Source: an optimization exercise on an open RTL-to-GDS flow (aim: small area). Production flows keep margins and buffers that such runs may drop.
Only simulation tests tie the RTL to the original design; equivalence was not proved.
No activity file was given, so power comes from the tool's default toggle rates.

==> flow/design.v <==
`default_nettype none
package perf_pkg;
    localparam int axil_addr_w = 32;
    localparam int axil_data_w = 32;
    localparam int axis_data_w = 64;
    localparam int buf_depth   = 16;
    localparam int buf_ptr_w   = 4;
    localparam int cnt_w       = 32;
    localparam logic [1:0] resp_okay   = 2'd0;
    localparam logic [1:0] resp_slverr = 2'd2;
    typedef enum logic [3:0] {
        reg_ctrl      = 4'd0,   
        reg_beat_num  = 4'd1,
        reg_pkt_num   = 4'd2,
        reg_status    = 4'd3,   
        reg_tx_cycles = 4'd4,
        reg_tx_beats  = 4'd5,
        reg_tx_pkts   = 4'd6,
        reg_rx_cycles = 4'd7,
        reg_rx_beats  = 4'd8,
        reg_rx_errs   = 4'd9,
        reg_rx_pkts   = 4'd10
    } perf_reg_e;
    typedef enum logic [1:0] {
        idle       = 2'd0,
        write_resp = 2'd1,
        read_data  = 2'd2
    } axil_state_e;
    typedef enum logic {
        run_idle   = 1'b0,
        run_active = 1'b1
    } run_state_e;
endpackage
`default_nettype wire
`default_nettype none
module perf_inc #(
    parameter int W = 32,
    parameter int B = 8
) (
    input  wire logic [W-1:0] a,
    input  wire logic         ci,
    output logic [W-1:0]      s
);
    localparam int NB = W / B;
    logic [NB-1:0] all1;    
    logic [W:0]    c;
    for (genvar k = 0; k < NB; k++) begin : g_blk
        assign all1[k] = &a[k*B +: B];
        if (k == 0) begin : g_first
            assign c[0] = ci;
        end else begin : g_next
            assign c[k*B] = ci && (&all1[k-1:0]);
        end
        for (genvar i = k*B; i < k*B + B; i++) begin : g_bit
            assign s[i] = a[i] ^ c[i];
            if (i + 1 < k*B + B) begin : g_carry
                assign c[i+1] = a[i] & c[i];
            end
        end
    end
endmodule
`default_nettype wire
`default_nettype none
module axis_buf (
    input  wire logic                              clk,
    input  wire logic                              reset,
    input  wire logic                              s_tvalid,
    input  wire logic                              s_tlast,
    input  wire logic                              s_teor,
    output logic                                   s_tready,
    output logic                                   m_tvalid,
    output logic [perf_pkg::axis_data_w-1:0]       m_tdata,
    output logic                                   m_tlast,
    input  wire logic                              m_tready
);
    logic [perf_pkg::buf_depth-1:0]   last_q;
    logic [perf_pkg::buf_depth-1:0]   eor_q;
    logic [perf_pkg::buf_ptr_w-1:0]   wr_ptr;
    logic [perf_pkg::buf_ptr_w-1:0]   rd_ptr;
    logic [perf_pkg::buf_ptr_w:0]     count;
    logic [perf_pkg::cnt_w-1:0]       head_pkt;
    logic [perf_pkg::cnt_w-1:0]       head_beat;
    logic                             push;
    logic                             pop;
    logic                             head_eor;
    logic [perf_pkg::cnt_w-1:0]       head_pkt_inc;
    logic [perf_pkg::cnt_w-1:0]       head_beat_inc;
    perf_inc u_pkt_inc  (.a(head_pkt),  .ci(pop && m_tlast), .s(head_pkt_inc));
    perf_inc u_beat_inc (.a(head_beat), .ci(pop),            .s(head_beat_inc));
    assign s_tready = !count[perf_pkg::buf_ptr_w];
    assign m_tvalid = (count != '0);
    assign m_tdata  = {head_pkt, head_beat};
    assign m_tlast  = last_q[rd_ptr];
    assign head_eor = eor_q[rd_ptr];
    assign push     = s_tvalid && s_tready;
    assign pop      = m_tvalid && m_tready;
    always_ff @(posedge clk) begin
        if (push) begin
            last_q[wr_ptr] <= s_tlast;
            eor_q[wr_ptr]  <= s_teor;
        end
    end
    always_ff @(posedge clk) begin
        if (reset) begin
            wr_ptr    <= '0;
            rd_ptr    <= '0;
            count     <= '0;
            head_pkt  <= '0;
            head_beat <= '0;
        end else begin
            if (push)
                wr_ptr <= wr_ptr + 1'b1;
            if (pop)
                rd_ptr <= rd_ptr + 1'b1;
            head_pkt  <= (pop && head_eor) ? '0 : head_pkt_inc;
            head_beat <= (pop && (head_eor || m_tlast)) ? '0 : head_beat_inc;
            case ({push, pop})
                2'b10:   count <= count + 1'b1;
                2'b01:   count <= count - 1'b1;
                default: ;
            endcase
        end
    end
endmodule
`default_nettype wire
`default_nettype none
module perf_axil_regs (
    input  wire logic                                clk,
    input  wire logic                                reset,
    input  wire logic                                awvalid,
    output logic                                     awready,
    input  wire logic [perf_pkg::axil_addr_w-1:0]    awaddr,
    input  wire logic                                wvalid,
    output logic                                     wready,
    input  wire logic [perf_pkg::axil_data_w-1:0]    wdata,
    input  wire logic [perf_pkg::axil_data_w/8-1:0]  wstrb,
    output logic                                     bvalid,
    input  wire logic                                bready,
    output logic [1:0]                               bresp,
    input  wire logic                                arvalid,
    output logic                                     arready,
    input  wire logic [perf_pkg::axil_addr_w-1:0]    araddr,
    output logic                                     rvalid,
    input  wire logic                                rready,
    output logic [perf_pkg::axil_data_w-1:0]         rdata,
    output logic [1:0]                               rresp,
    output logic                                     start,
    output logic [perf_pkg::cnt_w-1:0]               beat_num,
    output logic [perf_pkg::cnt_w-1:0]               pkt_num,
    input  wire logic                                tx_busy,
    input  wire logic                                rx_busy,
    input  wire logic [perf_pkg::cnt_w-1:0]          tx_cycles,
    input  wire logic [perf_pkg::cnt_w-1:0]          tx_beats,
    input  wire logic [perf_pkg::cnt_w-1:0]          tx_pkts,
    input  wire logic [perf_pkg::cnt_w-1:0]          rx_cycles,
    input  wire logic [perf_pkg::cnt_w-1:0]          rx_beats,
    input  wire logic [perf_pkg::cnt_w-1:0]          rx_errs,
    input  wire logic [perf_pkg::cnt_w-1:0]          rx_pkts
);
    logic [1:0]                         aw_sel_q;
    logic                               aw_held;
    logic                               w_held;
    logic [perf_pkg::axil_data_w/8-1:0] w_strb_q;
    logic [perf_pkg::axil_data_w-1:0]   data_q;
    logic                               resp_err;
    logic                               idle;
    logic                               aw_hs;
    logic                               w_hs;
    logic                               ar_hs;
    logic                               wr_go;
    logic [1:0]                         aw_sel;
    logic [1:0]                         wr_sel;
    logic [perf_pkg::axil_data_w-1:0]   wr_data;
    logic [perf_pkg::axil_data_w/8-1:0] wr_strb;
    logic                               rd_in_map;
    logic [perf_pkg::axil_data_w-1:0]   rd_val;
    function automatic logic [perf_pkg::cnt_w-1:0] merge_bytes(
        input logic [perf_pkg::cnt_w-1:0]         old_val,
        input logic [perf_pkg::axil_data_w-1:0]   new_val,
        input logic [perf_pkg::axil_data_w/8-1:0] strb
    );
        logic [perf_pkg::cnt_w-1:0] res;
        res = old_val;
        for (int i = 0; i < perf_pkg::axil_data_w / 8; i++) begin
            if (strb[i])
                res[8*i +: 8] = new_val[8*i +: 8];
        end
        merge_bytes = res;
    endfunction
    assign idle    = !bvalid && !rvalid;
    assign awready = idle && !aw_held;
    assign wready  = idle && !w_held;
    assign arready = idle && !aw_held && !w_held && !awvalid && !wvalid;
    assign bresp   = {resp_err, 1'b0};
    assign rresp   = {resp_err, 1'b0};
    assign rdata   = data_q;
    assign aw_hs = awvalid && awready;
    assign w_hs  = wvalid && wready;
    assign ar_hs = arvalid && arready;
    assign wr_go = (aw_held || aw_hs) && (w_held || w_hs);
    assign aw_sel  = (awaddr[perf_pkg::axil_addr_w-1:6] != '0 || awaddr[5:4] != 2'b00 || awaddr[3:2] == 2'b11)
                     ? 2'd3 : awaddr[3:2];
    assign wr_sel  = aw_held ? aw_sel_q : aw_sel;
    assign wr_data = w_held ? data_q : wdata;
    assign wr_strb = w_held ? w_strb_q : wstrb;
    logic [10:1] rd_sel;
    logic        ar_hi_zero;
    assign ar_hi_zero = (araddr[perf_pkg::axil_addr_w-1:6] == '0);
    assign rd_in_map  = ar_hi_zero && (araddr[5:2] <= 4'd10);
    for (genvar k = 1; k <= 10; k++) begin : g_rd_sel
        assign rd_sel[k] = ar_hi_zero && (araddr[5:2] == 4'(k));
    end
    assign rd_val = ({perf_pkg::axil_data_w{rd_sel[1]}}  & beat_num)
                  | ({perf_pkg::axil_data_w{rd_sel[2]}}  & pkt_num)
                  | {{(perf_pkg::axil_data_w-2){1'b0}}, rd_sel[3] && rx_busy, rd_sel[3] && tx_busy}
                  | ({perf_pkg::axil_data_w{rd_sel[4]}}  & tx_cycles)
                  | ({perf_pkg::axil_data_w{rd_sel[5]}}  & tx_beats)
                  | ({perf_pkg::axil_data_w{rd_sel[6]}}  & tx_pkts)
                  | ({perf_pkg::axil_data_w{rd_sel[7]}}  & rx_cycles)
                  | ({perf_pkg::axil_data_w{rd_sel[8]}}  & rx_beats)
                  | ({perf_pkg::axil_data_w{rd_sel[9]}}  & rx_errs)
                  | ({perf_pkg::axil_data_w{rd_sel[10]}} & rx_pkts);
    always_ff @(posedge clk) begin
        if (w_hs && !wr_go)
            w_strb_q <= wstrb;
        if (aw_hs && !wr_go)
            aw_sel_q <= aw_sel;
        if (idle && !w_held)
            data_q <= wvalid ? wdata : rd_val;
        if (wr_go)
            resp_err <= (wr_sel == 2'd3);
        else if (ar_hs)
            resp_err <= !rd_in_map;
    end
    always_ff @(posedge clk) begin
        if (reset) begin
            bvalid   <= 1'b0;
            rvalid   <= 1'b0;
            aw_held  <= 1'b0;
            w_held   <= 1'b0;
            start    <= 1'b0;
            beat_num <= '0;
            pkt_num  <= '0;
        end else begin
            start <= 1'b0;
            if (idle) begin
                if (wr_go) begin
                    aw_held <= 1'b0;
                    w_held  <= 1'b0;
                    bvalid  <= 1'b1;
                    case (wr_sel)
                        2'd0: start <= wr_strb[0] && wr_data[0] && !tx_busy && !rx_busy;
                        2'd1: beat_num <= merge_bytes(beat_num, wr_data, wr_strb);
                        2'd2: pkt_num  <= merge_bytes(pkt_num, wr_data, wr_strb);
                        default: ;
                    endcase
                end else begin
                    if (aw_hs)
                        aw_held <= 1'b1;
                    if (w_hs)
                        w_held <= 1'b1;
                    if (ar_hs)
                        rvalid <= 1'b1;
                end
            end else begin
                if (bvalid && bready)
                    bvalid <= 1'b0;
                if (rvalid && rready)
                    rvalid <= 1'b0;
            end
        end
    end
endmodule
`default_nettype wire
`default_nettype none
module perf_tx_gen (
    input  wire logic                              clk,
    input  wire logic                              reset,
    input  wire logic                              start,
    input  wire logic [perf_pkg::cnt_w-1:0]        beat_num,
    input  wire logic [perf_pkg::cnt_w-1:0]        pkt_num,
    output logic                                   gen_tvalid,
    output logic                                   gen_tlast,
    output logic                                   gen_teor,
    input  wire logic                              gen_tready,
    output logic                                   tx_busy,
    output logic [perf_pkg::cnt_w-1:0]             tx_cycles,
    output logic [perf_pkg::cnt_w-1:0]             tx_beats,
    output logic [perf_pkg::cnt_w-1:0]             tx_pkts
);
    logic                       active;
    logic [perf_pkg::cnt_w-1:0] pkt_idx;    
    logic [perf_pkg::cnt_w-1:0] beat_p1;    
    logic                       first_seen;
    logic                       hs;
    logic                       clr;
    logic                       cyc_en;
    logic [perf_pkg::cnt_w-1:0] pkt_inc;
    logic [perf_pkg::cnt_w-1:0] beat_inc;
    logic [perf_pkg::cnt_w-1:0] cycles_inc;
    logic [perf_pkg::cnt_w-1:0] beats_inc;
    assign clr    = reset || start;
    assign hs     = active && gen_tready;
    assign cyc_en = active && (hs || first_seen);
    perf_inc u_pkt_inc    (.a(pkt_idx),   .ci(hs && gen_tlast), .s(pkt_inc));
    perf_inc u_beat_inc   (.a(beat_p1),   .ci(hs),     .s(beat_inc));
    perf_inc u_cycles_inc (.a(tx_cycles), .ci(cyc_en), .s(cycles_inc));
    perf_inc u_beats_inc  (.a(tx_beats),  .ci(hs),     .s(beats_inc));
    assign gen_tvalid = active;
    assign gen_tlast  = (beat_p1 == beat_num);
    assign gen_teor   = gen_tlast && (pkt_inc == pkt_num);
    assign tx_busy    = active;
    assign tx_pkts    = pkt_idx;
    always_ff @(posedge clk) begin
        tx_cycles <= clr ? '0 : cycles_inc;
        tx_beats  <= clr ? '0 : beats_inc;
        beat_p1   <= (clr || (hs && gen_tlast)) ? perf_pkg::cnt_w'(1) : beat_inc;
        pkt_idx   <= clr ? '0 : pkt_inc;
    end
    always_ff @(posedge clk) begin
        if (clr) begin
            active     <= !reset && start && beat_num != '0 && pkt_num != '0;
            first_seen <= 1'b0;
        end else if (hs) begin
            first_seen <= 1'b1;
            if (gen_teor)
                active <= 1'b0;   
        end
    end
endmodule
`default_nettype wire
`default_nettype none
module perf_rx_check (
    input  wire logic                              clk,
    input  wire logic                              reset,
    input  wire logic                              start,
    input  wire logic [perf_pkg::cnt_w-1:0]        beat_num,
    input  wire logic [perf_pkg::cnt_w-1:0]        pkt_num,
    input  wire logic                              rx_tvalid,
    input  wire logic [perf_pkg::axis_data_w-1:0]  rx_tdata,
    input  wire logic                              rx_tlast,
    output logic                                   rx_busy,
    output logic [perf_pkg::cnt_w-1:0]             rx_cycles,
    output logic [perf_pkg::cnt_w-1:0]             rx_beats,
    output logic [perf_pkg::cnt_w-1:0]             rx_errs,
    output logic [perf_pkg::cnt_w-1:0]             rx_pkts
);
    logic                       active;
    logic [perf_pkg::cnt_w-1:0] exp_pkt;
    logic [perf_pkg::cnt_w-1:0] exp_bp1;      
    logic [perf_pkg::cnt_w-1:0] exp_pkt_d;
    logic [perf_pkg::cnt_w-1:0] exp_bp1_d;
    logic [perf_pkg::cnt_w-1:0] rx_beat_p1;
    logic                       exp_last;
    logic                       first_seen;
    logic                       chk_valid;
    logic                       chk_tlast;
    logic                       data_mis;
    logic                       beat;
    logic                       clr;
    logic                       cyc_en;
    logic                       err_en;
    logic                       pkt_en;
    logic [perf_pkg::cnt_w-1:0] exp_bp1_inc;
    logic [perf_pkg::cnt_w-1:0] exp_pkt_inc;
    logic [perf_pkg::cnt_w-1:0] cycles_inc;
    logic [perf_pkg::cnt_w-1:0] beats_inc;
    logic [perf_pkg::cnt_w-1:0] errs_inc;
    logic [perf_pkg::cnt_w-1:0] pkts_inc;
    assign clr    = reset || start;
    assign beat   = chk_valid && active;
    assign cyc_en = active && (chk_valid || first_seen);
    assign err_en = beat && (data_mis || (chk_tlast != exp_last));
    assign pkt_en = beat && chk_tlast;
    perf_inc u_exp_bp1_inc  (.a(exp_bp1),   .ci(beat),   .s(exp_bp1_inc));
    perf_inc u_rx_beat_inc  (.a(rx_tdata[perf_pkg::cnt_w-1:0]), .ci(1'b1), .s(rx_beat_p1));
    perf_inc u_exp_pkt_inc  (.a(exp_pkt),   .ci(beat && exp_last), .s(exp_pkt_inc));
    perf_inc u_cycles_inc   (.a(rx_cycles), .ci(cyc_en), .s(cycles_inc));
    perf_inc u_beats_inc    (.a(rx_beats),  .ci(beat),   .s(beats_inc));
    perf_inc u_errs_inc     (.a(rx_errs),   .ci(err_en), .s(errs_inc));
    perf_inc u_pkts_inc     (.a(rx_pkts),   .ci(pkt_en), .s(pkts_inc));
    assign rx_busy    = active;
    assign exp_last   = (exp_bp1 == beat_num);
    assign exp_pkt_d  = clr ? '0 : exp_pkt_inc;
    assign exp_bp1_d  = (clr || (beat && exp_last)) ? perf_pkg::cnt_w'(1) : exp_bp1_inc;
    always_ff @(posedge clk) begin
        exp_pkt   <= exp_pkt_d;
        exp_bp1   <= exp_bp1_d;
        chk_valid <= rx_tvalid && !reset;
        chk_tlast <= rx_tlast;
        data_mis  <= (rx_tdata[perf_pkg::axis_data_w-1:perf_pkg::cnt_w] != exp_pkt_d)
                  || (rx_beat_p1 != exp_bp1_d);
        rx_cycles <= clr ? '0 : cycles_inc;
        rx_beats  <= clr ? '0 : beats_inc;
        rx_errs   <= clr ? '0 : errs_inc;
        rx_pkts   <= clr ? '0 : pkts_inc;
    end
    always_ff @(posedge clk) begin
        if (clr) begin
            active     <= !reset && start && beat_num != '0 && pkt_num != '0;
            first_seen <= 1'b0;
        end else if (beat) begin
            first_seen <= 1'b1;
            if (chk_tlast && pkts_inc == pkt_num)
                active <= 1'b0;
        end
    end
endmodule
`default_nettype wire
`default_nettype none
module perf_mon_top (
    input  wire logic                                clk,
    input  wire logic                                reset,
    input  wire logic                                awvalid,
    output logic                                     awready,
    input  wire logic [perf_pkg::axil_addr_w-1:0]    awaddr,
    input  wire logic                                wvalid,
    output logic                                     wready,
    input  wire logic [perf_pkg::axil_data_w-1:0]    wdata,
    input  wire logic [perf_pkg::axil_data_w/8-1:0]  wstrb,
    output logic                                     bvalid,
    input  wire logic                                bready,
    output logic [1:0]                               bresp,
    input  wire logic                                arvalid,
    output logic                                     arready,
    input  wire logic [perf_pkg::axil_addr_w-1:0]    araddr,
    output logic                                     rvalid,
    input  wire logic                                rready,
    output logic [perf_pkg::axil_data_w-1:0]         rdata,
    output logic [1:0]                               rresp,
    output logic                                     tx_tvalid,
    output logic [perf_pkg::axis_data_w-1:0]         tx_tdata,
    output logic                                     tx_tlast,
    input  wire logic                                tx_tready,
    input  wire logic                                rx_tvalid,
    input  wire logic [perf_pkg::axis_data_w-1:0]    rx_tdata,
    input  wire logic                                rx_tlast,
    output logic                                     rx_tready
);
    logic                             start;
    logic [perf_pkg::cnt_w-1:0]       beat_num;
    logic [perf_pkg::cnt_w-1:0]       pkt_num;
    logic                             tx_busy;
    logic                             rx_busy;
    logic [perf_pkg::cnt_w-1:0]       tx_cycles;
    logic [perf_pkg::cnt_w-1:0]       tx_beats;
    logic [perf_pkg::cnt_w-1:0]       tx_pkts;
    logic [perf_pkg::cnt_w-1:0]       rx_cycles;
    logic [perf_pkg::cnt_w-1:0]       rx_beats;
    logic [perf_pkg::cnt_w-1:0]       rx_errs;
    logic [perf_pkg::cnt_w-1:0]       rx_pkts;
    logic                             gen_tvalid;
    logic                             gen_tlast;
    logic                             gen_teor;
    logic                             gen_tready;
    assign rx_tready = 1'b1;
    perf_axil_regs u_regs (
        .clk,
        .reset,
        .awvalid,
        .awready,
        .awaddr,
        .wvalid,
        .wready,
        .wdata,
        .wstrb,
        .bvalid,
        .bready,
        .bresp,
        .arvalid,
        .arready,
        .araddr,
        .rvalid,
        .rready,
        .rdata,
        .rresp,
        .start,
        .beat_num,
        .pkt_num,
        .tx_busy,
        .rx_busy,
        .tx_cycles,
        .tx_beats,
        .tx_pkts,
        .rx_cycles,
        .rx_beats,
        .rx_errs,
        .rx_pkts
    );
    perf_tx_gen u_gen (
        .clk,
        .reset,
        .start,
        .beat_num,
        .pkt_num,
        .gen_tvalid,
        .gen_tlast,
        .gen_teor,
        .gen_tready,
        .tx_busy,
        .tx_cycles,
        .tx_beats,
        .tx_pkts
    );
    axis_buf u_tx_buf (
        .clk      (clk),
        .reset    (reset),
        .s_tvalid (gen_tvalid),
        .s_tlast  (gen_tlast),
        .s_teor   (gen_teor),
        .s_tready (gen_tready),
        .m_tvalid (tx_tvalid),
        .m_tdata  (tx_tdata),
        .m_tlast  (tx_tlast),
        .m_tready (tx_tready)
    );
    perf_rx_check u_chk (
        .clk,
        .reset,
        .start,
        .beat_num,
        .pkt_num,
        .rx_tvalid,
        .rx_tdata,
        .rx_tlast,
        .rx_busy,
        .rx_cycles,
        .rx_beats,
        .rx_errs,
        .rx_pkts
    );
endmodule
`default_nettype wire
==> flow/flow/run.sh <==
#!/bin/bash
# Own layout flow: the standard ORFS flow, with the smallest buffer on
# each port and a clock tree of small buffers built without dummy loads.
set -euo pipefail
cat >> config.mk <<'EOC'
export BUFFER_PORTS_ARGS = -buffer_cell sky130_fd_sc_hd__buf_1
export CTS_ARGS = -sink_clustering_enable -repair_clock_nets -dont_use_dummy_load -buf_list sky130_fd_sc_hd__clkbuf_8 -sink_clustering_size 16 -sink_clustering_max_diameter 60
EOC
bash standard.sh > flow_make.log 2>&1
==> flow/standard.sh <==
#!/bin/bash
# synth_recipe.tcl (not shown) runs the flow's synth.tcl, then flattens the netlist and writes it again
# the make line also repeats each setting of config.mk as NAME=value (left out here)
make -C /OpenROAD-flow-scripts/flow DESIGN_CONFIG=/design/flow/config.mk WORK_HOME=/design/flow/orfs CLKGATE_MAP_FILE= SYNTH_SCRIPT=/design/flow/synth_recipe.tcl "${@:-finish}"
==> flow/config.mk <==
export PLATFORM = sky130hd
export DESIGN_NAME = perf_mon_top
export DESIGN_NICKNAME = perf_mon_top
export VERILOG_FILES = /design/flow/design.v
export SDC_FILE = /design/flow/constraint.sdc
export NUM_CORES = 4
export LEC_CHECK = 0
export CAP_MARGIN = 0
export CORE_MARGIN = 2
export CORE_UTILIZATION = 70
export SLEW_MARGIN = 0
export BUFFER_PORTS_ARGS = -buffer_cell sky130_fd_sc_hd__buf_1
export CTS_ARGS = -sink_clustering_enable -repair_clock_nets -dont_use_dummy_load -buf_list sky130_fd_sc_hd__clkbuf_8 -sink_clustering_size 16 -sink_clustering_max_diameter 60
==> flow/constraint.sdc <==
create_clock -name core_clock -period 6.0 [get_ports {clk}]
set_input_delay 1.2000 -clock core_clock [delete_from_list [all_inputs] [get_ports {clk}]]
set_output_delay 1.2000 -clock core_clock [all_outputs]
set_load 0.01 [all_outputs]
==> flow_summary.yaml, run 1 <==
outcome:
  status: "timing/DRC/antenna clean"
setup_path:
  r2r_start: "u_regs.beat_num[21]$_SDFFE_PP0P_"
  rr_endpoint: "u_tx_buf.eor_q[10]$_DFFE_PP_"
  crit_type: "reg -> reg"
  r2r_slack_ps: 550
  cp_top_family: "simple AND/OR/NAND/NOR gates"
  cp_slowest_cell: "dfxtp_1"
  reg2regPathDepth: 21
  worstSetupStartpointType: "flip-flop"
  worstPathArrival_ps: 5910
  crit_top_cell: "ha_1"
  path_max_fanout: 6
  path_cells: "xnor2_1, nand4_1, nor4_1, and2_1, nand2_1, inv_1, nand3_1, nor3_1, ha_1, ha_1, ha_1, ha_1, ha_1, ha_1, ha_1, xnor2_1, xnor2_1, nor3_1, nand4_1, or2_2, o21ai_0"
  cp.depth: 21
  crit_required_ps: 6460
  endpoint_kind: "flip-flop"
  critPathBufInv: 1
  cpPeakStageDelay_ps: 580
min_path:
  hp-start: "u_chk.first_seen$_SDFFE_PN0P_"
  holdPathStages: 2
  hold_class: "reg -> reg"
  min_to: "u_chk.first_seen$_SDFFE_PN0P_"
global_route:
  grt-ovfl-total: 0
  grt_max_degree: 158
  grt_pass1_vias: 22350
  grt_usage: 0.3847
  antenna_found_initial: 1
  grt_pass1_wl_mm: 123.3
finish:
  final_cell_mix: "dfxtp_1 (470), ha_1 (373), and2_1 (278), buf_1 (272), nor2_1 (186)"
  instances_no_fill: 3462
  num-fill-cells: 2861
  fin_nets: 3485
  drive_gt1_frac: 0.05486
  final_common_cell: "dfxtp_1"
  area_delta_synth_final_pct: 7.753
logic_synthesis:
  synth_seq_area_share: 0.4167
  ys.flop_type: "dfxtp_1"
  avgSynthCellArea_um2: 10.37
  async_flop_share: 0
  synth_edf_count: 73
  synth_cell_types: 70
  synth_seq_cells: 544
  yosysWarningCount: 4
  syn-cell-area_mm2: 0.02789
  synth_cells: 2690
power_and_ir_drop:
  ir_drop_mv: 0.1961
  p_leak_nw: 14.13
  power_density_mw_per_mm2: 225.9
clock_network:
  tritoncts: "yes"
  cts_htree_levels: 2
  cts_root_buffer: "clkbuf_8"
  cts.repair.resized: 0
  post-cts-setup-buffers: 0
  cts.reportedPaths.clkPinSlew_ps: 110
  clk_latency_ps: 680
  cts_hold_buf: 0
  cts_buffers: 44
  clock-sinks: 544
  cts_max_path_buffers: 3
floorplan:
  io_pins: 282
  core_mm2: 0.03955
  die_y_um: 203.6
  dieArea_mm2: 0.04145
  start_util: 0.7051
  row_count: 73
  die_x_um: 203.6
route:
  drt_iter0_markers: 2445
  wl_mm: 80.32
  via_per_inst: 6.479
  vias: 22430
  wl_per_cell_um: 23.20
  dr.pass1.iters: 9
  route.detailed.drc: 0
  postRouteAntennaNets: 0
placement:
  numPortBuffers: 274
  gp_congestion: 0.9605
  place_inst: 3416
  hpwl_mm: 61.47
sta:
  holdWs_ps: 472.7
  finalSetupViolCount: 0
  relSlewSlack: 0.1427
  rsz0062_at_grt: "no"
  final.setup.tns_ps: 0
  hold_viol_final: 0
  post-route-period-util: 0.9088
  slew_viol_final: 0
  max_clock_freq_mhz: 183.4
  finalCriticalPeriod_ps: 5453
  worstMarginPinSlew_ps: 1286
  fin_worst_skew_ps: 59.38
job:
  drv_cap: 0
tightest hold or removal path: cells and delay by family, from the launching register on:
kind | cells | cell delay (ps)
AND/OR/NAND/NOR | 2 | 110
flip-flops | 1 | 330
synth_stat cells (4+ instances only):
cell       count  area, um^2
mux4_2        10       225.2
nand3_1       14       70.07
buf_1          5       18.77
o31ai_1        6       45.04
a221oi_1      34       297.8
a2bb2oi_1     21       183.9
or3_1          8       50.05
a31oi_1       14       87.58
xnor2_1      135        1182
a21oi_1       28       140.1
a32oi_1        4       35.03
ha_1         373        4667
nand2_1       92       345.3
nor4_1        58       362.9
dfxtp_1      471        9429
buf_4          8       60.06
nand3b_1       5       37.54
mux2_2        38       427.9
clkbuf_1      91       341.6
o21a_1         5       37.54
edfxtp_1      73        2192
buf_2         13       65.06
and3_1        81       506.7
o22ai_1       12       75.07
nor4bb_1       7       70.07
o32ai_1        5       43.79
or2_2          4       25.02
and2_1       278        1739
a22o_1        19       166.4
nand4_1      118       738.2
nor3_1        50       250.2
inv_1         64       240.2
or4_1          4       30.03
xor2_1        73       639.4
nor2_1       188       705.7
nand2b_1      12       75.07
nor2b_1       13       81.33
a222oi_1      33       330.3
o21ai_0       46       230.2
mux2i_1       75       750.7
a22oi_1       44       330.3
a221o_1        5       50.05
registers in the layout (all words and copies together), names as in the netlist, 32 cells and up:
| signal | flops |
|---|---|
| u_chk.rx_beats | 32 |
| u_regs.data_q | 32 |
| u_chk.exp_bp1 | 32 |
| u_chk.exp_pkt | 32 |
| u_tx_buf.head_beat | 32 |
| u_regs.pkt_num | 32 |
| u_chk.rx_errs | 32 |
| u_gen.tx_cycles | 32 |
| u_chk.rx_pkts | 32 |
| u_tx_buf.head_pkt | 32 |
| u_gen.pkt_idx | 32 |
| u_chk.rx_cycles | 32 |
| u_gen.beat_p1 | 32 |
| u_regs.beat_num | 32 |
| u_gen.tx_beats | 32 |
where the power goes:
part / internal, mW / total (mW) / switching (mW) / leakage [nW]
Clock: 0.658 / 1.85 / 1.19 / 0.316
Sequential: 3.84 / 3.96 / 0.121 / 4.51
Combinational: 0.351 / 0.977 / 0.626 / 9.30
per-stage QoR:
step | power, mW | area, um^2 | setup WS [ps] | utilization
finish | 6.788 | 30050 | 547.4 | 0.7598
global route | 7.019 | 30040 | 350.1 | 0.7597
CTS | 6.797 | 30040 | 681.9 | 0.7597
detailed placement | 5.007 | 29440 | 658.7 | 0.7443
global placement | 4.967 | 29440 | 697.9 | 0.7443
floorplan | 4.644 | 27890 | 1395 | -
cells by family after synthesis:
family	Yosys count	synth area share
flops	544	0.4167
xor+xnor	208	0.06533
simple gates	945	0.1881
other cells	2	0.0002693
mux	124	0.05074
fa+ha+maj	374	0.1681
buf+inv	189	0.02804
compound gates	304	0.08274
final cells by class:
cell class	count	area [um^2]	area share
Antenna cell	2	5.005	0.0001666
Clock buffer	44	605.6	0.02015
Inverter	66	247.7	0.008245
Multi-Input combinational cell	1958	15510	0.5162
Sequential cell	544	11620	0.3868
Tap cell	525	656.9	0.02186
Timing Repair Buffer	323	1399	0.04655
worst max path at each step:
stage	from	end	slack [ps]
2_1_floorplan	rx_tdata[0]	u_chk.data_mis$_DFF_P_	1400
3_3_place_gp	rx_tdata[0]	u_chk.data_mis$_DFF_P_	700
3_5_place_dp	rx_tdata[0]	u_chk.data_mis$_DFF_P_	660
4_1_cts	u_regs.beat_num[21]$_SDFFE_PP0P_	u_tx_buf.eor_q[10]$_DFFE_PP_	680
5_1_grt	u_regs.beat_num[0]$_SDFFE_PP0P_	u_tx_buf.eor_q[10]$_DFFE_PP_	350
6_report	u_regs.beat_num[21]$_SDFFE_PP0P_	u_tx_buf.eor_q[10]$_DFFE_PP_	550
routing by layer:
| layer | GRT usage | vias up | share of wire |
|---|---|---|---|
| li1 | - | 10260 | - |
| met1 | 0.4745 | 10870 | 0.39 |
| met2 | 0.6387 | 1034 | 0.47 |
| met3 | 0.06871 | 266 | 0.079 |
| met4 | 0.2148 | 0 | 0.061 |
| met5 | 0 | - | 0 |
==> run 2: changes to the inputs <==
--- a/flow/config.mk
+++ b/flow/config.mk
@@ -9,3 +9,3 @@
 export CORE_MARGIN = 2
-export CORE_UTILIZATION = 70
+export CORE_UTILIZATION = 60
 export SLEW_MARGIN = 0
==> run 2 against run 1 <==
Die area up 16%. Flip-flop and latch count unchanged. Via count down 2.5%. Critical path depth unchanged. Fmax down 1.5%. Design area up 0.18%. Combinational power up 0.6%. Register-to-register slack worse by 80 ps. Setup slack worse by 82 ps. Global-route usage down 4.6 points. Worst hold slack better by 26 ps. Largest cell class unchanged. Largest power group unchanged. Highest routed layer unchanged.
==> flow_summary.yaml, run 2 <==
setup_path:
  path_max_fanout: 6
  cpPeakStageDelay_ps: 620
  cp.depth: 21
  endpoint_kind: "flip-flop"
  cp_slowest_cell: "dfxtp_1"
  cp_top_family: "simple AND/OR/NAND/NOR gates"
  path_cells: "xnor2_1, nand4_1, nor4_1, and2_1, nand2_1, inv_1, nand3_1, nor3_1, ha_1, ha_1, ha_1, ha_1, ha_1, ha_1, ha_1, xnor2_1, xnor2_1, nor3_1, nand4_1, or2_2, o21ai_0"
  worstPathArrival_ps: 6000
  crit_type: "reg -> reg"
  worstSetupStartpointType: "flip-flop"
  critPathBufInv: 1
  crit_top_cell: "ha_1"
  reg2regPathDepth: 21
  crit_required_ps: 6460
clock_network:
  cts_max_path_buffers: 3
  cts_htree_levels: 2
  cts_hold_buf: 0
  cts.reportedPaths.clkPinSlew_ps: 100
  clk_latency_ps: 670
  clock-sinks: 544
  cts_root_buffer: "clkbuf_8"
  tritoncts: "yes"
  cts_buffers: 44
  cts.repair.resized: 0
  post-cts-setup-buffers: 0
finish:
  instances_no_fill: 3532
  final_common_cell: "dfxtp_1"
  final_cell_mix: "dfxtp_1 (470), ha_1 (373), and2_1 (278), buf_1 (272), nor2_1 (186)"
  design_area_mm2: 0.03010
  drive_gt1_frac: 0.05294
  fin_nets: 3478
  area_delta_synth_final_pct: 7.946
sta:
  relSlewSlack: 0.2169
  fin_worst_skew_ps: 63.77
  max_clock_freq_mhz: 180.7
  post-route-period-util: 0.9224
  finalCriticalPeriod_ps: 5534
  rsz0062_at_grt: "no"
  slew_viol_final: 0
  worstMarginPinSlew_ps: 1172
  finalSetupViolCount: 0
  final.setup.tns_ps: 0
  hold_viol_final: 0
logic_synthesis:
  synth_cell_types: 70
  ys.flop_type: "dfxtp_1"
  synthTopCellsByCount: "dfxtp_1 (471), ha_1 (373), and2_1 (278), nor2_1 (188), xnor2_1 (135)"
  synth_mux_area_frac: 0.05074
  synth_edf_count: 73
  synth_cells: 2690
  yosys.area.top_type: "dfxtp_1"
  synthAdderAreaFrac: 0.1681
  synth_seq_area_share: 0.4167
  synth-compound-area-share: 0.08274
  synth_simple_gate_area_frac: 0.1881
  synth.most_common_cell: "dfxtp_1"
  yosys.area.top_type_share: 0.3381
  syn-cell-area_mm2: 0.02789
  async_flop_share: 0
  avgSynthCellArea_um2: 10.37
  yosysWarningCount: 4
  synth_seq_cells: 544
  ys_top_cells_by_area: "dfxtp_1 (34%), ha_1 (17%), edfxtp_1 (7.9%)"
  synth_top_family_by_area: "simple AND/OR/NAND/NOR gates"
  synth_xor_area_frac: 0.06533
power_and_ir_drop:
  swShare: 0.2861
  p_seq_frac: 0.583
  clkPwrFrac: 0.272
  p_comb_frac: 0.145
  ir_drop_mv: 0.2449
  p_int_mw: 4.852
  total_power_mw: 6.796
  power.switching_mw: 1.945
  p_leak_nw: 14.09
  power_density_mw_per_mm2: 225.8
route:
  route.detailed.drc: 0
  wl_mm: 82.92
  vias: 21870
  wl_per_cell_um: 23.48
  postRouteAntennaNets: 0
  via_per_inst: 6.193
  drt_iter0_markers: 2136
  dr.pass1.iters: 9
placement:
  gp_congestion: 0.9626
  postPlaceCellArea_mm2: 0.02949
  hpwl_mm: 64.28
  place_inst: 3484
  numPortBuffers: 274
floorplan:
  io_pins: 282
  die_x_um: 219.6
  core_mm2: 0.04567
  row_count: 78
  die_y_um: 219.6
  start_util: 0.6106
  dieArea_mm2: 0.04822
min_path:
  holdPathStages: 2
  hold_class: "reg -> reg"
job:
  drv_cap: 0
global_route:
  grt_pass1_wl_mm: 123.7
  grt-ovfl-total: 0
  antenna_found_initial: 2
  grt_usage: 0.3390
  grt_pass1_vias: 21240
  grt_max_degree: 101
outcome:
  status: "timing/DRC/antenna clean"
## run 2: per-layer routing
metal	vias to the layer above	part of all wire	track usage
met4	0	0.052	0.1644
met2	998	0.44	0.5359
met5	-	0	0
met1	10480	0.42	0.4495
li1	10220	-	-
met3	178	0.087	0.06018
## run 2: cell families after synthesis
logic type,count (synthesis)
other cells,2
compound gates,304
fa+ha+maj,374
mux,124
flops,544
buf+inv,189
simple gates,945
xor+xnor,208
## run 2: path summary, 6_finish.rpt
kind                                          from                       endpoint  slack, ps
setup / recovery  u_regs.beat_num[20]$_SDFFE_PP0P_   u_tx_buf.eor_q[10]$_DFFE_PP_        470
hold / removal       u_chk.first_seen$_SDFFE_PN0P_  u_chk.first_seen$_SDFFE_PN0P_        500
setup reg to reg  u_regs.beat_num[20]$_SDFFE_PP0P_   u_tx_buf.eor_q[10]$_DFFE_PP_        470
hold reg to reg      u_chk.first_seen$_SDFFE_PN0P_  u_chk.first_seen$_SDFFE_PN0P_        500
## run 2: final cells by class
class	count	area, um^2
flip-flops and latches	544	11620
multi-input cells	1958	15520
well taps	600	750.7
fillers	3812	15570
clock buffers	44	605.6
diodes	4	10.01
repair buffers	316	1349
inverters	66	247.7
## run 2: power by group through the flow
stage | Sequential, mW | Clock, mW | Combinational [mW]
after floorplan | 4.01 | 0 | 0.632
after global placement | 4.04 | 0 | 0.947
after detailed placement | 4.05 | 0 | 0.970
after CTS | 3.96 | 1.89 | 0.976
after global routing | 3.98 | 2.01 | 1.07
final | 3.96 | 1.85 | 0.983
## run 2: metrics by stage
stage          setup slack [ps]    util  hold WS, ps
2_1_floorplan              1395       -        434.8
3_3_place_gp              571.9  0.6456        446.0
3_5_place_dp              401.5  0.6456        477.6
4_1_cts                   609.3  0.6589        501.5
5_1_grt                   60.23  0.6590        514.6
6_report                  465.7  0.6591        498.2
## run 2: worst register-to-register path: cells and delay by family, from the launching register on
| kind | cells | cell delay [ps] |
|---|---|---|
| AOI/OAI and AO/OA | 1 | 160 |
| xor gates and xnor gates | 3 | 500 |
| adders and majority gates | 7 | 1050 |
| buffers and inverters | 1 | 170 |
| DFF | 1 | 620 |
| and+or+nand+nor | 9 | 2830 |
==> run 3: changes to the inputs <==
==> flow/flow/run.sh (replaced) <==
#!/bin/bash
# Own layout flow: the standard ORFS flow, with the smallest buffer on
# each port and a clock tree of small buffers built without dummy loads.
set -euo pipefail
cat >> config.mk <<'EOC'
export BUFFER_PORTS_ARGS = -buffer_cell sky130_fd_sc_hd__buf_1
export CTS_ARGS = -sink_clustering_enable -repair_clock_nets -dont_use_dummy_load -buf_list sky130_fd_sc_hd__clkbuf_16 -sink_clustering_size 30 -sink_clustering_max_diameter 60
EOC
bash standard.sh > flow_make.log 2>&1
--- a/flow/config.mk
+++ b/flow/config.mk
@@ -12,2 +12,2 @@
 export BUFFER_PORTS_ARGS = -buffer_cell sky130_fd_sc_hd__buf_1
-export CTS_ARGS = -sink_clustering_enable -repair_clock_nets -dont_use_dummy_load -buf_list sky130_fd_sc_hd__clkbuf_8 -sink_clustering_size 16 -sink_clustering_max_diameter 60
+export CTS_ARGS = -sink_clustering_enable -repair_clock_nets -dont_use_dummy_load -buf_list sky130_fd_sc_hd__clkbuf_16 -sink_clustering_size 30 -sink_clustering_max_diameter 60
==> run 3 against run 2 <==
Flip-flop and latch count unchanged. Synthesized cell count unchanged. Routed wire length increased by 0.11%. Worst hold slack got worse by 13 ps. Global-route usage increased by 0.081 points. Final cell count decreased by 0.14%. First-iteration DRC count increased by 3.4%. Power increased by 8.5%. Critical path type unchanged. Largest cell class unchanged. Largest power group unchanged.
==> flow_summary.yaml, run 3 <==
outcome:
  status: "timing/DRC/antenna clean"
logic_synthesis:
  synth.most_common_cell: "dfxtp_1"
  synthTopCellsByCount: "dfxtp_1 (471), ha_1 (373), and2_1 (278), nor2_1 (188), xnor2_1 (135)"
  yosys.area.top_type: "dfxtp_1"
  synth_seq_cells: 544
  syn-cell-area_mm2: 0.02789
  async_flop_share: 0
  synth_cell_types: 70
  synth_cells: 2690
  ys_top_cells_by_area: "dfxtp_1 (34%), ha_1 (17%), edfxtp_1 (7.9%)"
  yosys.area.top_type_share: 0.3381
  synth_seq_area_share: 0.4167
  synth_edf_count: 73
  ys.flop_type: "dfxtp_1"
  avgSynthCellArea_um2: 10.37
  yosysWarningCount: 4
setup_path:
  crit_type: "reg -> reg"
  path_max_fanout: 6
  worstSetupStartpointType: "flip-flop"
  worstPathArrival_ps: 5940
  crit_top_cell: "ha_1"
  path_cells: "xnor2_1, nand4_1, nor4_1, and2_1, nand2_1, inv_1, nand3_1, nor3_1, ha_1, ha_1, ha_1, ha_1, ha_1, ha_1, ha_1, xnor2_1, nand4_1, nor4_1, buf_4, nand4_1, or2_2, o21ai_0"
  crit_required_ps: 6400
  cp_slowest_cell: "dfxtp_1"
  endpoint_kind: "flip-flop"
  cpPeakStageDelay_ps: 610
clock_network:
  cts.reportedPaths.clkPinSlew_ps: 90
  cts.repair.resized: 0
  cts_root_buffer: "clkbuf_16"
  cts_hold_buf: 0
  tritoncts: "yes"
  clk_latency_ps: 610
  cts_buffers: 40
  cts_max_path_buffers: 3
  cts_htree_levels: 2
  post-cts-setup-buffers: 0
  clock-sinks: 544
finish:
  seq_area_mm2: 0.01162
  final_common_cell: "dfxtp_1"
  fin_nets: 3474
  num-fill-cells: 3740
  drive_gt1_frac: 0.05164
  multi_input_area_mm2: 0.01552
  area_delta_synth_final_pct: 9.355
  instances_no_fill: 3527
  final_cell_mix: "dfxtp_1 (470), ha_1 (373), and2_1 (278), buf_1 (272), nor2_1 (186)"
route:
  route.detailed.drc: 0
  dr.pass1.iters: 8
  drt_iter0_markers: 2209
  via_per_inst: 6.199
  postRouteAntennaNets: 0
  vias: 21870
  wl_per_cell_um: 23.54
  wl_mm: 83.01
sta:
  fin_worst_skew_ps: 71.32
  rsz0062_at_grt: "no"
  worstMarginPinSlew_ps: 1192
  max_clock_freq_mhz: 180.3
  hold_viol_final: 0
  post-route-period-util: 0.9246
  relSlewSlack: 0.2037
  slew_viol_final: 0
  fin_ws_ps: 452.4
  finalCriticalPeriod_ps: 5548
  final.setup.tns_ps: 0
  finalSetupViolCount: 0
power_and_ir_drop:
  ir_drop_mv: 0.2956
  p_leak_nw: 14.27
  total_power_mw: 7.375
  power_density_mw_per_mm2: 241.8
placement:
  hpwl_mm: 64.28
  numPortBuffers: 274
  gp_congestion: 0.9626
  post-place-ws_ps: 401.5
  place_inst: 3484
floorplan:
  die_x_um: 219.6
  core_mm2: 0.04567
  die_y_um: 219.6
  row_count: 78
  dieArea_mm2: 0.04822
  io_pins: 282
  start_util: 0.6106
job:
  drv_cap: 0
global_route:
  grt_usage: 0.3398
  grt_pass1_vias: 21260
  grt-ovfl-total: 0
  grt_pass1_wl_mm: 124.0
  antenna_found_initial: 2
  grt_max_degree: 101
min_path:
  hold_class: "reg -> reg"
## run 3: cell count changes in the layout (fill, tap and decap cells not counted), sizes merged
cell    change
clkbuf      -4
diode       -1
## run 3: final cells by class
class | instances | area share
antenna | 3 | 0.0002462
sequential | 544 | 0.3811
tap | 600 | 0.02462
multi-input combinational | 1958 | 0.5088
clock buffer | 40 | 0.03282
inverter | 66 | 0.008124
timing repair buffer | 316 | 0.04423
## run 3: per-layer routing
metal  global-route usage  wire length (um)
met1               0.4523             35230
met2               0.5425             37070
met3              0.05604              6744
met4               0.1562              3961
met5                    0                 0
## run 3: final timing paths
check	depth (start not counted)	slack [ps]	end	start
worst min-delay path	2	490	u_chk.first_seen$_SDFFE_PN0P_	u_chk.first_seen$_SDFFE_PN0P_
worst max-delay path	22	450	u_tx_buf.eor_q[10]$_DFFE_PP_	u_regs.beat_num[20]$_SDFFE_PP0P_
worst min register to register	2	490	u_chk.first_seen$_SDFFE_PN0P_	u_chk.first_seen$_SDFFE_PN0P_
worst max register to register	22	450	u_tx_buf.eor_q[10]$_DFFE_PP_	u_regs.beat_num[20]$_SDFFE_PP0P_
## run 3: cells by family (layout without fill, tap and decap cells)
| kind of cell | after synthesis | after routing | synth area share |
|---|---|---|---|
| AOI/OAI and AO/OA | 304 | 304 | 0.08274 |
| xor gates and xnor gates | 208 | 208 | 0.06533 |
| adders and majority gates | 374 | 374 | 0.1681 |
| buffers and inverters | 189 | 422 | 0.02804 |
| DFF | 544 | 544 | 0.4167 |
| muxes | 124 | 124 | 0.05074 |
| other | 2 | 6 | 0.0002693 |
| and+or+nand+nor | 945 | 945 | 0.1881 |
## run 3: power by group
part / switching [mW] / internal [mW]
Sequential: 0.122 / 3.84
Combinational: 0.632 / 0.351
Clock: 1.25 / 1.18
## run 3: worst max-delay path, delay by kind of cell (launching register included)
kind                     cells  cell delay (ps)
AND/OR/NAND/NOR             10             2660
adder cells (fa/ha/maj)      7             1120
flip-flops                   1              610
buffers and inverters        2              410
XOR/XNOR                     2              370
AO/OA/AOI/OAI                1              160
## run 3: metrics by stage
step | utilization | cell area [um^2] | hold WS, ps
global route | 0.6676 | 30490 | 521.0
CTS | 0.6675 | 30490 | 491.1
floorplan | - | 27890 | 434.8
finish | 0.6677 | 30500 | 485.2
detailed placement | 0.6456 | 29490 | 477.6
global placement | 0.6456 | 29490 | 446.0
==> run 4: changes to the inputs <==
==> flow/flow/run.sh (replaced) <==
#!/bin/bash
# Own layout flow: the standard ORFS flow, with the smallest buffer on
# each port and a clock tree of small buffers built without dummy loads.
set -euo pipefail
cat >> config.mk <<'EOC'
export BUFFER_PORTS_ARGS = -buffer_cell sky130_fd_sc_hd__buf_1
export CTS_ARGS = -sink_clustering_enable -repair_clock_nets -dont_use_dummy_load -buf_list sky130_fd_sc_hd__clkbuf_8 -sink_clustering_size 20 -sink_clustering_max_diameter 40
EOC
bash standard.sh > flow_make.log 2>&1
--- a/flow/config.mk
+++ b/flow/config.mk
@@ -12,2 +12,2 @@
 export BUFFER_PORTS_ARGS = -buffer_cell sky130_fd_sc_hd__buf_1
-export CTS_ARGS = -sink_clustering_enable -repair_clock_nets -dont_use_dummy_load -buf_list sky130_fd_sc_hd__clkbuf_16 -sink_clustering_size 30 -sink_clustering_max_diameter 60
+export CTS_ARGS = -sink_clustering_enable -repair_clock_nets -dont_use_dummy_load -buf_list sky130_fd_sc_hd__clkbuf_8 -sink_clustering_size 20 -sink_clustering_max_diameter 40
==> run 4 against run 3 <==
Power is 0.24% higher. Sequential share of layout area is 0.076 points lower. Core utilization increased by 0.13 points. Register-to-register slack gained 30 ps. Die area is the same. Clock skew rose by 26 ps. Critical path type unchanged. Clock power about the same. Sequential power is essentially flat. Routed wire length rose by 0.54%. Combinational power about the same. Largest cell class unchanged.
==> flow_summary.yaml, run 4 <==
outcome:
  status: "timing/DRC/antenna clean"
sta:
  finalCriticalPeriod_ps: 5514
  final.setup.tns_ps: 0
  hold_viol_final: 0
  max_clock_freq_mhz: 181.4
  post-route-period-util: 0.9190
  slew_viol_final: 0
  holdWs_ps: 488.7
  rsz0062_at_grt: "no"
  fin_worst_skew_ps: 96.99
  worstMarginPinSlew_ps: 1191
  relSlewSlack: 0.2044
  finalSetupViolCount: 0
route:
  wl_mm: 83.46
  postRouteAntennaNets: 0
  drt_iter0_markers: 1954
  vias: 22070
  dr.pass1.iters: 9
  wl_per_cell_um: 23.41
  via_per_inst: 6.192
  route.detailed.drc: 0
setup_path:
  startpoint: "u_regs.beat_num[20]$_SDFFE_PP0P_"
  r2r_start: "u_regs.beat_num[20]$_SDFFE_PP0P_"
  endpoint_kind: "flip-flop"
  worstSetupStartpointType: "flip-flop"
  rr_endpoint: "u_tx_buf.eor_q[10]$_DFFE_PP_"
  worstPathArrival_ps: 6010
  path_max_fanout: 6
  r2r_slack_ps: 490
  crit_required_ps: 6500
  crit_type: "reg -> reg"
  reg2regPathDepth: 21
logic_synthesis:
  yosys.area.top_type_share: 0.3381
  synthTopCellsByCount: "dfxtp_1 (471), ha_1 (373), and2_1 (278), nor2_1 (188), xnor2_1 (135)"
  syn-cell-area_mm2: 0.02789
  synth_seq_area_share: 0.4167
  synth_cell_types: 70
  yosys.area.top_type: "dfxtp_1"
  synth.most_common_cell: "dfxtp_1"
  synth_seq_cells: 544
  async_flop_share: 0
  ys_top_cells_by_area: "dfxtp_1 (34%), ha_1 (17%), edfxtp_1 (7.9%)"
  avgSynthCellArea_um2: 10.37
  synth_cells: 2690
  synth_edf_count: 73
  ys.flop_type: "dfxtp_1"
  yosysWarningCount: 4
placement:
  numPortBuffers: 274
  gp_congestion: 0.9626
  hpwl_mm: 64.28
  place_inst: 3484
finish:
  area_delta_synth_final_pct: 9.575
  seq_area_mm2: 0.01162
  final_cell_mix: "dfxtp_1 (470), ha_1 (373), and2_1 (278), buf_1 (272), nor2_1 (186)"
  drive_gt1_frac: 0.06349
  final_common_cell: "dfxtp_1"
  instances_no_fill: 3565
  fin_nets: 3511
  multi_input_area_mm2: 0.01552
  postLayoutCoreUtil: 0.6690
  num-fill-cells: 3758
floorplan:
  core_mm2: 0.04567
  start_util: 0.6106
  die_x_um: 219.6
  die_y_um: 219.6
  row_count: 78
  io_pins: 282
  dieArea_mm2: 0.04822
power_and_ir_drop:
  total_power_mw: 7.393
  ir_drop_mv: 0.2576
  p_leak_nw: 14.33
  power_density_mw_per_mm2: 241.9
clock_network:
  tritoncts: "yes"
  post-cts-setup-buffers: 0
  cts_hold_buf: 0
  cts_root_buffer: "clkbuf_8"
  cts_buffers: 77
  cts_max_path_buffers: 3
  clock-sinks: 544
  cts.reportedPaths.clkPinSlew_ps: 60
  cts_htree_levels: 3
  cts.repair.resized: 0
  clk_latency_ps: 690
global_route:
  grt-ovfl-total: 0
  grt_usage: 0.3429
  antenna_found_initial: 2
  grt_max_degree: 101
  grt_pass1_vias: 21590
  grt_pass1_wl_mm: 124.9
job:
  drv_cap: 0
min_path:
  holdPathStages: 2
  min_to: "u_chk.first_seen$_SDFFE_PN0P_"
  hold_class: "reg -> reg"
  hp-start: "u_chk.first_seen$_SDFFE_PN0P_"
[run 4: cell counts after synthesis]
Identical to the previous run, type by type.
[run 4: kinds of logic after synthesis]
kind of cell	Yosys count	share of synthesized area
buffers and inverters	189	0.02804
AO/OA/AOI/OAI	304	0.08274
other	2	0.0002693
adder cells (fa/ha/maj)	374	0.1681
flip-flops	544	0.4167
XOR/XNOR	208	0.06533
multiplexers	124	0.05074
AND/OR/NAND/NOR	945	0.1881
[run 4: worst max path at each step]
stage                                        end  slack, ps  cells after the start
floorplan                 u_chk.data_mis$_DFF_P_       1400                     18
global placement          u_chk.data_mis$_DFF_P_        570                     19
detailed placement        u_chk.data_mis$_DFF_P_        400                     19
CTS                       u_chk.data_mis$_DFF_P_        620                     20
global route         u_tx_buf.eor_q[4]$_DFFE_PP_          2                     22
finish              u_tx_buf.eor_q[10]$_DFFE_PP_        490                     21
[run 4: power by group]
group	switching, mW	leakage (nW)	internal (mW)
combinational	0.630	9.26	0.351
sequential	0.123	4.51	3.85
clock	1.31	0.554	1.13
total	2.06	14.3	5.33
[run 4: per-layer routing]
layer,track usage,share of wire
met1,0.4498,0.42
met4,0.1564,0.047
met3,0.07136,0.082
met5,0,0
met2,0.5445,0.45
[run 4: area by class of cell]
| class | instances | area share |
|---|---|---|
| Antenna cell | 4 | 0.0003276 |
| Clock buffer | 77 | 0.03468 |
| Inverter | 66 | 0.008107 |
| Multi-Input combinational cell | 1958 | 0.5078 |
| Sequential cell | 544 | 0.3804 |
| Tap cell | 600 | 0.02457 |
| Timing Repair Buffer | 316 | 0.04414 |
[run 4: per-stage QoR]
| step | cell area (um^2) | worst slack, ps |
|---|---|---|
| finish | 30560 | 486.1 |
| global route | 30550 | 1.843 |
| CTS | 30550 | 620.1 |
| detailed placement | 29490 | 401.5 |
| global placement | 29490 | 571.9 |
| floorplan | 27890 | 1395 |
[run 4: worst max-delay path: stages, from the launching register on]
cell,delay (ps)
dfxtp_1,610
xnor2_1,190
nand4_1,110
nor4_1,380
and2_1,390
nand2_1,210
inv_1,180
nand3_1,170
nor3_1,260
ha_1,190
ha_1,150
ha_1,150
ha_1,140
ha_1,140
ha_1,140
ha_1,160
xnor2_1,190
xnor2_1,110
nor3_1,540
nand4_1,370
or2_2,390
o21ai_0,180
==> run 5: changes to the inputs <==
--- a/flow/design.v
+++ b/flow/design.v
@@ -77,3 +77,3 @@
     logic [perf_pkg::buf_depth-1:0]   eor_q;
-    logic [perf_pkg::buf_ptr_w-1:0]   wr_ptr;
+    logic [perf_pkg::buf_ptr_w-1:0]   wr_ptr;     
     logic [perf_pkg::buf_ptr_w-1:0]   rd_ptr;
@@ -89,2 +89,3 @@
     perf_inc u_beat_inc (.a(head_beat), .ci(pop),            .s(head_beat_inc));
+    assign wr_ptr   = rd_ptr + count[perf_pkg::buf_ptr_w-1:0];
     assign s_tready = !count[perf_pkg::buf_ptr_w];
@@ -104,3 +105,2 @@
         if (reset) begin
-            wr_ptr    <= '0;
             rd_ptr    <= '0;
@@ -110,4 +110,2 @@
         end else begin
-            if (push)
-                wr_ptr <= wr_ptr + 1'b1;
             if (pop)
@@ -205,19 +203,22 @@
     assign wr_strb = w_held ? w_strb_q : wstrb;
-    logic [10:1] rd_sel;
-    logic        ar_hi_zero;
+    logic ar_hi_zero;
     assign ar_hi_zero = (araddr[perf_pkg::axil_addr_w-1:6] == '0);
     assign rd_in_map  = ar_hi_zero && (araddr[5:2] <= 4'd10);
-    for (genvar k = 1; k <= 10; k++) begin : g_rd_sel
-        assign rd_sel[k] = ar_hi_zero && (araddr[5:2] == 4'(k));
+    always_comb begin
+        case (araddr[5:2])
+            4'd1:    rd_val = beat_num;
+            4'd2:    rd_val = pkt_num;
+            4'd3:    rd_val = {{(perf_pkg::axil_data_w-2){1'b0}}, rx_busy, tx_busy};
+            4'd4:    rd_val = tx_cycles;
+            4'd5:    rd_val = tx_beats;
+            4'd6:    rd_val = tx_pkts;
+            4'd7:    rd_val = rx_cycles;
+            4'd8:    rd_val = rx_beats;
+            4'd9:    rd_val = rx_errs;
+            4'd10:   rd_val = rx_pkts;
+            default: rd_val = '0;
+        endcase
+        if (!ar_hi_zero)
+            rd_val = '0;
     end
-    assign rd_val = ({perf_pkg::axil_data_w{rd_sel[1]}}  & beat_num)
-                  | ({perf_pkg::axil_data_w{rd_sel[2]}}  & pkt_num)
-                  | {{(perf_pkg::axil_data_w-2){1'b0}}, rd_sel[3] && rx_busy, rd_sel[3] && tx_busy}
-                  | ({perf_pkg::axil_data_w{rd_sel[4]}}  & tx_cycles)
-                  | ({perf_pkg::axil_data_w{rd_sel[5]}}  & tx_beats)
-                  | ({perf_pkg::axil_data_w{rd_sel[6]}}  & tx_pkts)
-                  | ({perf_pkg::axil_data_w{rd_sel[7]}}  & rx_cycles)
-                  | ({perf_pkg::axil_data_w{rd_sel[8]}}  & rx_beats)
-                  | ({perf_pkg::axil_data_w{rd_sel[9]}}  & rx_errs)
-                  | ({perf_pkg::axil_data_w{rd_sel[10]}} & rx_pkts);
     always_ff @(posedge clk) begin
==> flow/flow/run.sh (replaced) <==
#!/bin/bash
# Own layout flow: the standard ORFS flow, with the smallest buffer on
# each port and a clock tree of small buffers built without dummy loads.
set -euo pipefail
cat >> config.mk <<'EOC'
export BUFFER_PORTS_ARGS = -buffer_cell sky130_fd_sc_hd__buf_1
export CTS_ARGS = -sink_clustering_enable -repair_clock_nets -dont_use_dummy_load -buf_list sky130_fd_sc_hd__clkbuf_8 -sink_clustering_size 16 -sink_clustering_max_diameter 60
EOC
bash standard.sh > flow_make.log 2>&1
--- a/flow/config.mk
+++ b/flow/config.mk
@@ -12,2 +12,2 @@
 export BUFFER_PORTS_ARGS = -buffer_cell sky130_fd_sc_hd__buf_1
-export CTS_ARGS = -sink_clustering_enable -repair_clock_nets -dont_use_dummy_load -buf_list sky130_fd_sc_hd__clkbuf_8 -sink_clustering_size 20 -sink_clustering_max_diameter 40
+export CTS_ARGS = -sink_clustering_enable -repair_clock_nets -dont_use_dummy_load -buf_list sky130_fd_sc_hd__clkbuf_8 -sink_clustering_size 16 -sink_clustering_max_diameter 60
==> run 5 against run 4 <==
Combinational power increased by 45%. Synthesized area decreased by 0.64%. Core utilization decreased by 1.0 points. Flip-flop and latch count decreased by 4. Clock power decreased by 25%. Synthesized cell count decreased by 0.86%. Sequential share of layout area increased by 0.50 points. Clock skew decreased by 26 ps. Sequential power about the same.
==> flow_summary.yaml, run 5 <==
floorplan:
  die_x_um: 218.9
  io_pins: 282
  start_util: 0.6093
  row_count: 78
  core_mm2: 0.04548
  die_y_um: 218.9
  dieArea_mm2: 0.04792
route:
  wl_per_cell_um: 22.64
  wl_mm: 79.25
  postRouteAntennaNets: 0
  route.detailed.drc: 0
  drt_iter0_markers: 2271
  vias: 21530
  dr.pass1.iters: 6
  via_per_inst: 6.149
logic_synthesis:
  yosysWarningCount: 4
  synthTopCellsByCount: "dfxtp_1 (467), ha_1 (372), and2_1 (293), nor2_1 (197), nand4_1 (110)"
  synth_cells: 2667
  synth_edf_count: 73
  async_flop_share: 0
  ys.flop_type: "dfxtp_1"
  synth.most_common_cell: "dfxtp_1"
  yosys.area.top_type_share: 0.3374
  ys_top_cells_by_area: "dfxtp_1 (34%), ha_1 (17%), edfxtp_1 (7.9%)"
  synth_seq_cells: 540
  synth_seq_area_share: 0.4165
  syn-cell-area_mm2: 0.02771
  synth_cell_types: 69
  avgSynthCellArea_um2: 10.39
  yosys.area.top_type: "dfxtp_1"
min_path:
  hold_class: "reg -> reg"
  holdPathStages: 2
  min_to: "u_chk.first_seen$_SDFFE_PN0P_"
  hp-start: "u_chk.first_seen$_SDFFE_PN0P_"
sta:
  post-route-period-util: 0.9047
  fin_worst_skew_ps: 70.72
  fin_ws_ps: 571.7
  relSlewSlack: 0.08465
  finalSetupViolCount: 0
  worstMarginPinSlew_ps: 1366
  slew_viol_final: 0
  max_clock_freq_mhz: 184.2
  rsz0062_at_grt: "no"
  final.setup.tns_ps: 0
  hold_viol_final: 0
  finalCriticalPeriod_ps: 5428
placement:
  gp_congestion: 0.9217
  post-place-ws_ps: 661.2
  postPlaceCellArea_mm2: 0.02932
  place_inst: 3456
  numPortBuffers: 274
  hpwl_mm: 60.13
job:
  drv_cap: 0
finish:
  antennaDiodeCount: 0
  final_common_cell: "dfxtp_1"
  design_area_mm2: 0.02995
  fin_nets: 3451
  drive_gt1_frac: 0.06205
  final_cell_mix: "dfxtp_1 (466), ha_1 (372), and2_1 (293), buf_1 (272), nor2_1 (192)"
  area_delta_synth_final_pct: 8.096
  instances_no_fill: 3501
setup_path:
  r2r_slack_ps: 570
  rr_endpoint: "u_tx_buf.eor_q[1]$_DFFE_PP_"
  startpoint: "u_regs.beat_num[18]$_SDFFE_PP0P_"
  worstPathArrival_ps: 5920
  reg2regPathDepth: 23
  path_max_fanout: 17
  r2r_start: "u_regs.beat_num[18]$_SDFFE_PP0P_"
  crit_type: "reg -> reg"
  crit_required_ps: 6490
  worstSetupStartpointType: "flip-flop"
  endpoint_kind: "flip-flop"
clock_network:
  post-cts-setup-buffers: 0
  clock-sinks: 540
  clk_latency_ps: 680
  cts.repair.resized: 0
  cts_hold_buf: 0
  cts.reportedPaths.clkPinSlew_ps: 100
  cts_htree_levels: 2
  cts_max_path_buffers: 3
  tritoncts: "yes"
  cts_buffers: 44
  cts_root_buffer: "clkbuf_8"
outcome:
  status: "timing/DRC/antenna clean"
global_route:
  antenna_found_initial: 2
  grt_usage: 0.3290
  grt_pass1_vias: 21020
  grt-ovfl-total: 0
  grt_max_degree: 240
  grt_pass1_wl_mm: 120.7
power_and_ir_drop:
  p_leak_nw: 14.36
  power_density_mw_per_mm2: 241.3
  ir_drop_mv: 0.2733
==> run 5: cell count changes in the layout (fill, tap and decap cells not counted), moves of 28 or more <==
cell,change
clkbuf_8,-33
xnor2_1,-28
mux2_2,+30
a22oi_1,+38
nand3_1,+29
==> run 5: cell type report <==
cell class | count | area (um^2)
inverter | 60 | 225.2
timing repair buffer | 308 | 1319
fill | 3790 | 15530
multi-input combinational | 1949 | 15510
tap | 600 | 750.7
sequential | 540 | 11540
clock buffer | 44 | 605.6
==> run 5: per-layer routing <==
| layer | global-route usage | wire length [um] | up-vias | part of all wire |
|---|---|---|---|---|
| li1 | - | - | 10110 | - |
| met1 | 0.4619 | 34920 | 10440 | 0.44 |
| met2 | 0.5235 | 35380 | 851 | 0.45 |
| met3 | 0.06223 | 7146 | 127 | 0.090 |
| met4 | 0.08108 | 1786 | 2 | 0.023 |
| met5 | 0 | 9 | - | 0.00011 |
==> run 5: per-stage QoR <==
stage / hold WS (ps) / total power [mW] / utilization
global route: 500.0 / 7.561 / 0.6586
detailed placement: 453.5 / 5.448 / 0.6447
global placement: 450.7 / 5.409 / 0.6447
CTS: 477.5 / 7.250 / 0.6580
finish: 470.2 / 7.226 / 0.6586
floorplan: 434.8 / 5.028 / -
==> run 5: report_power, final <==
part,switching [mW],internal [mW],leakage (nW)
sequential,0.121,3.86,4.49
combinational,0.862,0.557,9.55
clock,1.17,0.657,0.316
==> run 5: worst max-delay path by stage <==
stage          depth (start not counted)                            to  slack, ps
6_report                              23   u_tx_buf.eor_q[1]$_DFFE_PP_        570
5_1_grt                               23   u_tx_buf.eor_q[1]$_DFFE_PP_        190
4_1_cts                               23   u_tx_buf.eor_q[1]$_DFFE_PP_        580
3_5_place_dp                          23  u_tx_buf.eor_q[10]$_DFFE_PP_        660
3_3_place_gp                          23   u_tx_buf.eor_q[6]$_DFFE_PP_        650
2_1_floorplan                          3                       arready       1210
==> run 5: kinds of logic (layout without fill, tap and decap cells) <==
group	count (synthesis)	after routing	synth area share
AND/OR/NAND/NOR	928	928	0.1846
flip-flops	540	540	0.4165
adder cells (fa/ha/maj)	374	374	0.1694
AO/OA/AOI/OAI	284	284	0.07428
XOR/XNOR	206	206	0.06511
buffers and inverters	179	412	0.02560
multiplexers	154	154	0.06416
other	2	3	0.0002710
==> run 5: worst max-delay path: stages (launching register included) <==
cell	delay (ps)
dfxtp_1	650
xor2_1	150
nor4_1	320
nand4_1	170
nor2_1	150
buf_4	240
nand2_1	200
nor4_1	490
and2_1	200
ha_1	160
ha_1	150
ha_1	140
ha_1	150
ha_1	140
ha_1	140
ha_1	240
xor2_1	160
nor4_1	250
nand4_1	120
nor2_1	140
nand4_1	160
nor3_1	260
buf_4	260
mux2_2	180

[what the ideal ports hide]
Ports are ideal in the flow. The routed layouts listed here were re-timed in OpenROAD.
Step 1 assumes that a clkbuf_16 drives the clock port and a buf_2 every other input.
Step 2 moves the port delays by t, midway between the first and last clock arrival at a register: inputs arrive t later, outputs are due t later. That takes back most of the time a late clock gives input paths.
Three values: ideal, step 1, step 2; two values: the first two.
run	t (ns)	setup WS [ns]	worst setup path at the end	worst data-port slew with drivers (ns)
run 1	0.710	0.547 / 0.547 / 0.547	register to register	0.06
run 2	0.697	0.466 / 0.466 / 0.323	input to register	0.12
run 3	0.634	0.452 / 0.452 / 0.281	input to register	0.11
run 4	0.701	0.486 / 0.486 / 0.283	input to register	0.12
run 5	0.702	0.572 / 0.572 / 0.572	register to register	0.06
After both steps every run listed still meets setup and hold. The setup slack of run 4, which loses most, moves by 0.000 ns with the drivers and by -0.203 ns with both steps.
